What follows belongs to an exercise in optimizing a design on an open flow for small area, a short achievable clock period and few clock cycles per item; a production flow would make more cautious choices.
At most, simulation tests tie the RTL to the original design; equivalence was not proved.
No activity file was given, so power comes from the tool's default toggle rates.

old:
Design text_to_integer_any_base_top, start of the top module:
module text_to_integer_any_base_top (
	input  logic                      clk,
	input  logic                      arst_n,
	input  logic                      chars_valid,
	output logic                      chars_ready,
	input  logic [7:0]                chars_ch,
	output logic                      result_valid,
	input  logic                      result_ready,
	output logic signed [31:0]        result_value,
	output logic                      result_base_ok,
	input  logic                      cfg_valid,
	output logic                      cfg_ready,
	input  logic [1:0]                cfg_index,
	input  logic [63:0]               cfg_data
);
clock: 7.0 ns
lec_check: 0
cap_margin: 20
core_margin: 2
core_utilization: 60
cts_buf_list: sky130_fd_sc_hd__clkbuf_8
setup_slack_margin: 3.5
slew_margin: 20
standard.sh (not shown) runs the stock make flow with config.mk's settings and CLKGATE_MAP_FILE= SYNTH_SCRIPT=/design/flow/synth_recipe.tcl, a recipe that flattens the netlist after the stock synthesis.
==> flow/flow/run.sh <==
#!/bin/bash
# The standard layout (standard.sh, unchanged synthesis and steps), except
# that the input and output ports are buffered with the smallest buffer.
set -o pipefail
export BUFFER_PORTS_ARGS="-buffer_cell sky130_fd_sc_hd__buf_1"
bash standard.sh > standard.log 2>&1
What new does differently from old at the input level:
diff --git a/flow/design.v b/flow/design.v
--- a/flow/design.v
+++ b/flow/design.v
@@ -219,28 +219,20 @@
 	assign s1b = p3 ^ cr ^ tx;
 	assign k1b = {(p3[30:0] & cr[30:0]) | (p3[30:0] & tx[30:0]) | (cr[30:0] & tx[30:0]), 1'b0};
 	assign s2  = s1a ^ k1a ^ s1b;
 	assign k2  = {(s1a[30:0] & k1a[30:0]) | (s1a[30:0] & s1b[30:0]) | (k1a[30:0] & s1b[30:0]), 1'b0};
 	assign s3  = s2 ^ k2 ^ k1b;
 	assign k3  = {(s2[30:0] & k2[30:0]) | (s2[30:0] & k1b[30:0]) | (k2[30:0] & k1b[30:0]), 1'b0};
 	always_comb begin
-		logic [3:0] g, p;
-		logic       g_lo, g_hi, p_hi;
+		logic [BLK:0] t;
 		for (int b = 0; b < NB; b++) begin
-			g    = s3[4*b +: 4] & k3[4*b +: 4];
-			p    = s3[4*b +: 4] ^ k3[4*b +: 4];
-			g_lo = g[1] | (p[1] & g[0]);
-			g_hi = g[3] | (p[3] & g[2]);
-			p_hi = p[3] & p[2];
-			sum_n[4*b]   = p[0];
-			sum_n[4*b+1] = p[1] ^ g[0];
-			sum_n[4*b+2] = p[2] ^ g_lo;
-			sum_n[4*b+3] = p[3] ^ (g[2] | (p[2] & g_lo));
+			t = {1'b0, s3[BLK*b +: BLK]} + {1'b0, k3[BLK*b +: BLK]};
+			sum_n[BLK*b +: BLK] = t[BLK-1:0];
 			if (b < NB - 1)
-				cy_n[b+1] = g_hi | (p_hi & g_lo);
+				cy_n[b+1] = t[BLK];
 		end
 	end
 	always_ff @(posedge clk) begin
 		sum_q <= sum_n;
 		cy_q  <= cy_n;
 	end
 	always_comb begin
==> notes.md <==
Global-route usage was higher in old than in new. Sequential share of layout area ended up 1.3 points higher on new than on old. new vs. old: combinational power now larger, biggest cell delay along the critical path now larger, final routed wirelength across all metal layers now smaller. Taking old as the reference, in new area overhead of the layout relative to synthesis went down 5.1 points; cell area after layout went down 690 µm²; routability congestion estimate went down 6.0%. Internal power summed over all cells: lower on new. Looking at met2 usage in global routing across old and new, the one that comes out higher is old. The run showing the smaller number of global-route vias before repair is new. Higher wire length of the first global-routing pass was reported by old, not new.
Testbench counts of new, summed over its fixed seeds: cycles 18,101, chars 17,357.
For old, only the layout was checked, not whether the RTL still works.

The RTL this note starts from:
==> flow/design.v <==
`timescale 1ns / 1ps
module tti_cfg (
	input  logic              clk,
	input  logic              arst_n,
	input  logic              cfg_valid,
	output logic              cfg_ready,
	input  logic [1:0]        cfg_index,
	input  logic [63:0]       cfg_data,
	output logic [15:0][7:0]  alpha,
	output logic [4:0]        radix,
	output logic [1:0]        written,
	output logic              cfg_fire
);
	logic [15:0][7:0] alpha_q;
	assign cfg_ready = 1'b1;
	assign cfg_fire  = cfg_valid;
	always_ff @(posedge clk) begin
		if (cfg_valid && (cfg_index == 2'd0))
			for (int k = 0; k < 8; k++) alpha_q[k] <= cfg_data[8*k +: 8];
		if (cfg_valid && (cfg_index == 2'd1))
			for (int k = 0; k < 8; k++) alpha_q[8+k] <= cfg_data[8*k +: 8];
	end
	always_ff @(posedge clk or negedge arst_n) begin
		if (!arst_n) begin
			radix   <= '0;
			written <= '0;
		end else if (cfg_valid) begin
			if (cfg_index == 2'd0) written[0] <= 1'b1;
			if (cfg_index == 2'd1) written[1] <= 1'b1;
			if (cfg_index == 2'd2) radix <= cfg_data[4:0];
		end
	end
	assign alpha = alpha_q;
endmodule
`timescale 1ns / 1ps
module tti_parse (
	input  logic              clk,
	input  logic              arst_n,
	input  logic              chars_valid,
	output logic              chars_ready,
	input  logic [7:0]        chars_ch,
	output logic              result_valid,
	input  logic              result_ready,
	output logic [31:0]       result_value,
	output logic              result_base_ok,
	input  logic [15:0][7:0]  alpha,
	input  logic [4:0]        radix,
	input  logic [1:0]        written,
	input  logic              cfg_fire
);
	localparam logic [1:0] PH_SPACE = 2'd0;
	localparam logic [1:0] PH_SIGN  = 2'd1;
	localparam logic [1:0] PH_DIGIT = 2'd2;
	localparam logic [1:0] PH_STOP  = 2'd3;
	logic       busy_q;      
	logic [3:0] row_q;       
	logic       bad_q;       
	logic       ok_q;        
	logic       c_v;         
	logic       c_row;       
	logic       c_last;      
	logic [3:0] c_s;         
	logic [7:0] c_ch;
	logic [1:0] ph_q;
	logic       neg_q;
	logic       hd_q;        
	logic       a_v;         
	logic       a_term;      
	logic       a_has;       
	logic [4:0] a_r;         
	logic [3:0] a_d;         
	logic       a_neg;       
	logic       res_q;
	logic        b_fire, a_free, c_free, c_load, c_go;
	logic [15:0] en, match;
	logic [3:0]  idx;
	logic        hit, is_nul, is_space, is_sign, is_minus;
	logic        radix_ok, last_row, row_bad;
	assign radix_ok = (radix >= 5'd2) && (radix <= 5'd16);
	assign last_row = ({1'b0, row_q} + 5'd1 == radix) || (row_q == 4'd15);
	assign b_fire      = a_v && !(a_term && res_q);
	assign a_free      = !a_v || b_fire;
	assign c_free      = !c_v || a_free;
	assign c_go        = c_v && a_free;
	assign chars_ready = c_free && !busy_q;
	assign c_load      = c_free || busy_q;
	always_ff @(posedge clk) begin
		if (c_load) begin
			c_ch <= busy_q ? alpha[row_q] : chars_ch;
			c_s  <= row_q;
		end
	end
	always_comb begin
		for (int k = 0; k < 16; k++) begin
			en[k]    = c_row ? (4'(k) < c_s) : (5'(k) < radix);
			match[k] = en[k] && (alpha[k] == c_ch);
		end
		idx = '0;
		for (int k = 0; k < 16; k++)
			if (match[k]) idx = idx | 4'(k);
	end
	assign hit      = |match;
	assign is_nul   = (c_ch == 8'h00);
	assign is_space = ((c_ch >= 8'h09) && (c_ch <= 8'h0D)) || (c_ch == 8'h20);
	assign is_sign  = (c_ch == 8'h2B) || (c_ch == 8'h2D);
	assign is_minus = (c_ch == 8'h2D);
	assign row_bad  = hit || is_nul || is_space || is_sign;
	always_ff @(posedge clk or negedge arst_n) begin
		if (!arst_n) begin
			busy_q <= 1'b0;
			row_q  <= '0;
			bad_q  <= 1'b0;
			ok_q   <= 1'b0;
			c_v    <= 1'b0;
			c_row  <= 1'b0;
			c_last <= 1'b0;
		end else begin
			if (c_load)
				c_v <= chars_valid && !busy_q;
			c_row  <= busy_q && !cfg_fire;
			c_last <= last_row;
			if (cfg_fire) begin
				busy_q <= 1'b1;
				row_q  <= '0;
				bad_q  <= 1'b0;
				ok_q   <= 1'b0;
			end else begin
				if (busy_q) begin
					row_q <= row_q + 4'd1;
					if (last_row)
						busy_q <= 1'b0;
				end
				if (c_row) begin
					bad_q <= bad_q || row_bad;
					if (c_last)
						ok_q <= !bad_q && !row_bad && radix_ok && written[0] && ((radix <= 5'd8) || written[1]);
				end
			end
		end
	end
	logic       dig_op;
	logic [1:0] ph_n;
	logic       neg_n, hd_n;
	always_comb begin
		dig_op = 1'b0;
		ph_n   = ph_q;
		neg_n  = neg_q;
		hd_n   = hd_q;
		if (is_nul) begin
			ph_n  = PH_SPACE;
			neg_n = 1'b0;
			hd_n  = 1'b0;
		end else if ((ph_q == PH_SPACE) && is_space) begin
		end else if (((ph_q == PH_SPACE) || (ph_q == PH_SIGN)) && is_sign) begin
			ph_n  = PH_SIGN;
			neg_n = neg_q ^ is_minus;
		end else if (ph_q != PH_STOP) begin
			if (hit && ok_q) begin
				dig_op = 1'b1;
				ph_n   = PH_DIGIT;
				hd_n   = 1'b1;
			end else begin
				ph_n = PH_STOP;
			end
		end
	end
	always_ff @(posedge clk or negedge arst_n) begin
		if (!arst_n) begin
			ph_q  <= PH_SPACE;
			neg_q <= 1'b0;
			hd_q  <= 1'b0;
			a_v   <= 1'b0;
		end else begin
			if (c_go) begin
				ph_q  <= ph_n;
				neg_q <= neg_n;
				hd_q  <= hd_n;
			end
			if (a_free)
				a_v <= c_v;
		end
	end
	always_ff @(posedge clk) begin
		if (a_free) begin
			a_term <= is_nul;
			a_has  <= hd_q;
		end
	end
	always_ff @(posedge clk) begin
		a_r   <= !(a_free && c_v && dig_op) ? 5'd1 : ((ph_q == PH_DIGIT) ? radix : 5'd0);
		a_d   <= (a_free && c_v && dig_op) ? idx : 4'd0;
		a_neg <= a_free && c_v && dig_op && neg_q;
	end
	localparam int BLK = 4;
	localparam int NB  = 32 / BLK;
	logic [31:0]   sum_q;
	logic [NB-1:1] cy_q;
	logic [31:0]   p0, p1, p2, p3, tx, cr;
	logic [31:0]   s1a, k1a, s1b, k1b, s2, k2, s3, k3;
	logic [31:0]   sum_n;
	logic [NB-1:1] cy_n;
	logic [31:0]   cy_vec;
	logic [31:0]   out_q;
	assign p0 = sum_q & {32{a_r[0]}};
	assign p1 = {sum_q[30:0] & {31{a_r[1]}}, a_neg};
	assign p2 = {sum_q[29:0], 2'b0} & {32{a_r[2]}};
	assign p3 = ({sum_q[28:0], 3'b0} & {32{a_r[3]}}) | ({sum_q[27:0], 4'b0} & {32{a_r[4]}});
	assign tx = {{28{a_neg}}, a_d ^ {4{a_neg}}};
	always_comb begin
		cr = '0;
		for (int b = 1; b < NB; b++)
			for (int i = 0; i < 5; i++)
				if (BLK * b + i < 32)
					cr[BLK*b+i] = cr[BLK*b+i] | (cy_q[b] & a_r[i]);
	end
	assign s1a = p0 ^ p1 ^ p2;
	assign k1a = {(p0[30:0] & p1[30:0]) | (p0[30:0] & p2[30:0]) | (p1[30:0] & p2[30:0]), 1'b0};
	assign s1b = p3 ^ cr ^ tx;
	assign k1b = {(p3[30:0] & cr[30:0]) | (p3[30:0] & tx[30:0]) | (cr[30:0] & tx[30:0]), 1'b0};
	assign s2  = s1a ^ k1a ^ s1b;
	assign k2  = {(s1a[30:0] & k1a[30:0]) | (s1a[30:0] & s1b[30:0]) | (k1a[30:0] & s1b[30:0]), 1'b0};
	assign s3  = s2 ^ k2 ^ k1b;
	assign k3  = {(s2[30:0] & k2[30:0]) | (s2[30:0] & k1b[30:0]) | (k2[30:0] & k1b[30:0]), 1'b0};
	always_comb begin
		logic [BLK:0] t;
		for (int b = 0; b < NB; b++) begin
			t = {1'b0, s3[BLK*b +: BLK]} + {1'b0, k3[BLK*b +: BLK]};
			sum_n[BLK*b +: BLK] = t[BLK-1:0];
			if (b < NB - 1)
				cy_n[b+1] = t[BLK];
		end
	end
	always_ff @(posedge clk) begin
		sum_q <= sum_n;
		cy_q  <= cy_n;
	end
	always_comb begin
		cy_vec = '0;
		for (int b = 1; b < NB; b++) cy_vec[BLK*b] = cy_q[b];
	end
	always_ff @(posedge clk) begin
		if (a_v && a_term && !res_q)
			out_q <= (sum_q + cy_vec) & {32{a_has}};
	end
	always_ff @(posedge clk or negedge arst_n) begin
		if (!arst_n)
			res_q <= 1'b0;
		else if (a_v && a_term && !res_q)
			res_q <= 1'b1;
		else if (result_ready)
			res_q <= 1'b0;
	end
	assign result_valid   = res_q;
	assign result_value   = out_q;
	assign result_base_ok = ok_q;
endmodule
`timescale 1ns / 1ps
module text_to_integer_any_base_top (
	input  logic                      clk,
	input  logic                      arst_n,
	input  logic                      chars_valid,
	output logic                      chars_ready,
	input  logic [7:0]                chars_ch,
	output logic                      result_valid,
	input  logic                      result_ready,
	output logic signed [31:0]        result_value,
	output logic                      result_base_ok,
	input  logic                      cfg_valid,
	output logic                      cfg_ready,
	input  logic [1:0]                cfg_index,
	input  logic [63:0]               cfg_data
);
	logic [15:0][7:0] alpha;
	logic [4:0]       radix;
	logic [1:0]       written;
	logic             cfg_fire;
	tti_cfg u_cfg (
		.clk       (clk),
		.arst_n    (arst_n),
		.cfg_valid (cfg_valid),
		.cfg_ready (cfg_ready),
		.cfg_index (cfg_index),
		.cfg_data  (cfg_data),
		.alpha     (alpha),
		.radix     (radix),
		.written   (written),
		.cfg_fire  (cfg_fire)
	);
	tti_parse u_parse (
		.clk            (clk),
		.arst_n         (arst_n),
		.chars_valid    (chars_valid),
		.chars_ready    (chars_ready),
		.chars_ch       (chars_ch),
		.result_valid   (result_valid),
		.result_ready   (result_ready),
		.result_value   (result_value),
		.result_base_ok (result_base_ok),
		.alpha          (alpha),
		.radix          (radix),
		.written        (written),
		.cfg_fire       (cfg_fire)
	);
endmodule
clock: 7.0 ns
lec_check: 0
cap_margin: 20
core_margin: 2
core_utilization: 60
cts_buf_list: sky130_fd_sc_hd__clkbuf_8
setup_slack_margin: 3.5
slew_margin: 20
run.sh (not shown) runs the stock make flow with config.mk's settings and CLKGATE_MAP_FILE= SYNTH_SCRIPT=/design/flow/synth_recipe.tcl, a recipe that flattens the netlist after the stock synthesis.
Stock flow here: none of the scripts above is used.
==> next run, changes <==
--- a/flow/design.v
+++ b/flow/design.v
@@ -60,5 +60,4 @@
 	logic       c_row;       
 	logic       c_last;      
-	logic [3:0] c_s;         
 	logic [7:0] c_ch;
 	logic [1:0] ph_q;
@@ -88,10 +87,9 @@
 		if (c_load) begin
 			c_ch <= busy_q ? alpha[row_q] : chars_ch;
-			c_s  <= row_q;
 		end
 	end
 	always_comb begin
 		for (int k = 0; k < 16; k++) begin
-			en[k]    = c_row ? (4'(k) < c_s) : (5'(k) < radix);
+			en[k]    = c_row ? (4'(k) < row_q - 4'd1) : (5'(k) < radix);
 			match[k] = en[k] && (alpha[k] == c_ch);
 		end
The changed run completed with no timing, DRC or antenna violations.
Worst setup slack gains 0.052 ns.
Routed wire length falls slightly.
Sequential share of layout area falls by 0.95 points.
Count of clock-buffer cells in the layout rises by 1.
Sequential cell count falls by 4.
Clock power rises by a few percent.
Area after synthesis stays flat.
Clock skew rises by 0.0033 ns.
Non-clock buffer count falls by 2.
Critical path depth rises by 11.
Synthesized cell count falls slightly.
First-iteration DRC count falls slightly.
Final area rises slightly.
No run of this note included a check of the RTL's function; only the layout flow was run.

## afterwards: timing with drivers on the ports
The flow's constraints put no driver on any port. The routed layouts listed below were extracted and timed again, unchanged, in two steps.
Step 1: set_driving_cell puts a clkbuf_16 on clk and a buf_2 on each other input, an assumption about the parent block.
Step 2, shift: input delay + t, output delay - t, t = (earliest + latest rising clock arrival at the registers) / 2. This alone moves slack from input paths to output paths.
Three values: no drivers, after step 1, after step 2; two values: the first two.
| run | t (ns) | setup WS [ns] | worst hold slack (ns) | worst setup path after step 2 | slew at the worst register clock pin (ns) |
|---|---|---|---|---|---|
| old | 0.619 | 3.178 / 3.178 / 3.178 | 0.451 / 0.451 / 0.451 | register to register | 0.07 / 0.07 |
| new | 0.579 | 3.632 / 3.632 / 3.632 | 0.445 / 0.445 / 0.445 | register to register | 0.07 / 0.07 |
| the first run of note 2 | 0.589 | 3.564 / 3.515 / 3.381 | 0.461 / 0.461 / 0.461 | input to register | 0.06 / 0.06 |
| the second run of note 2 | 0.592 | 3.616 / 3.616 / 3.476 | 0.453 / 0.453 / 0.453 | input to register | 0.07 / 0.07 |
After both steps setup and hold are still met in every run listed. For the first run of note 2, which loses most, drivers alone change the setup slack by -0.049 ns; drivers and shift together by -0.183 ns.
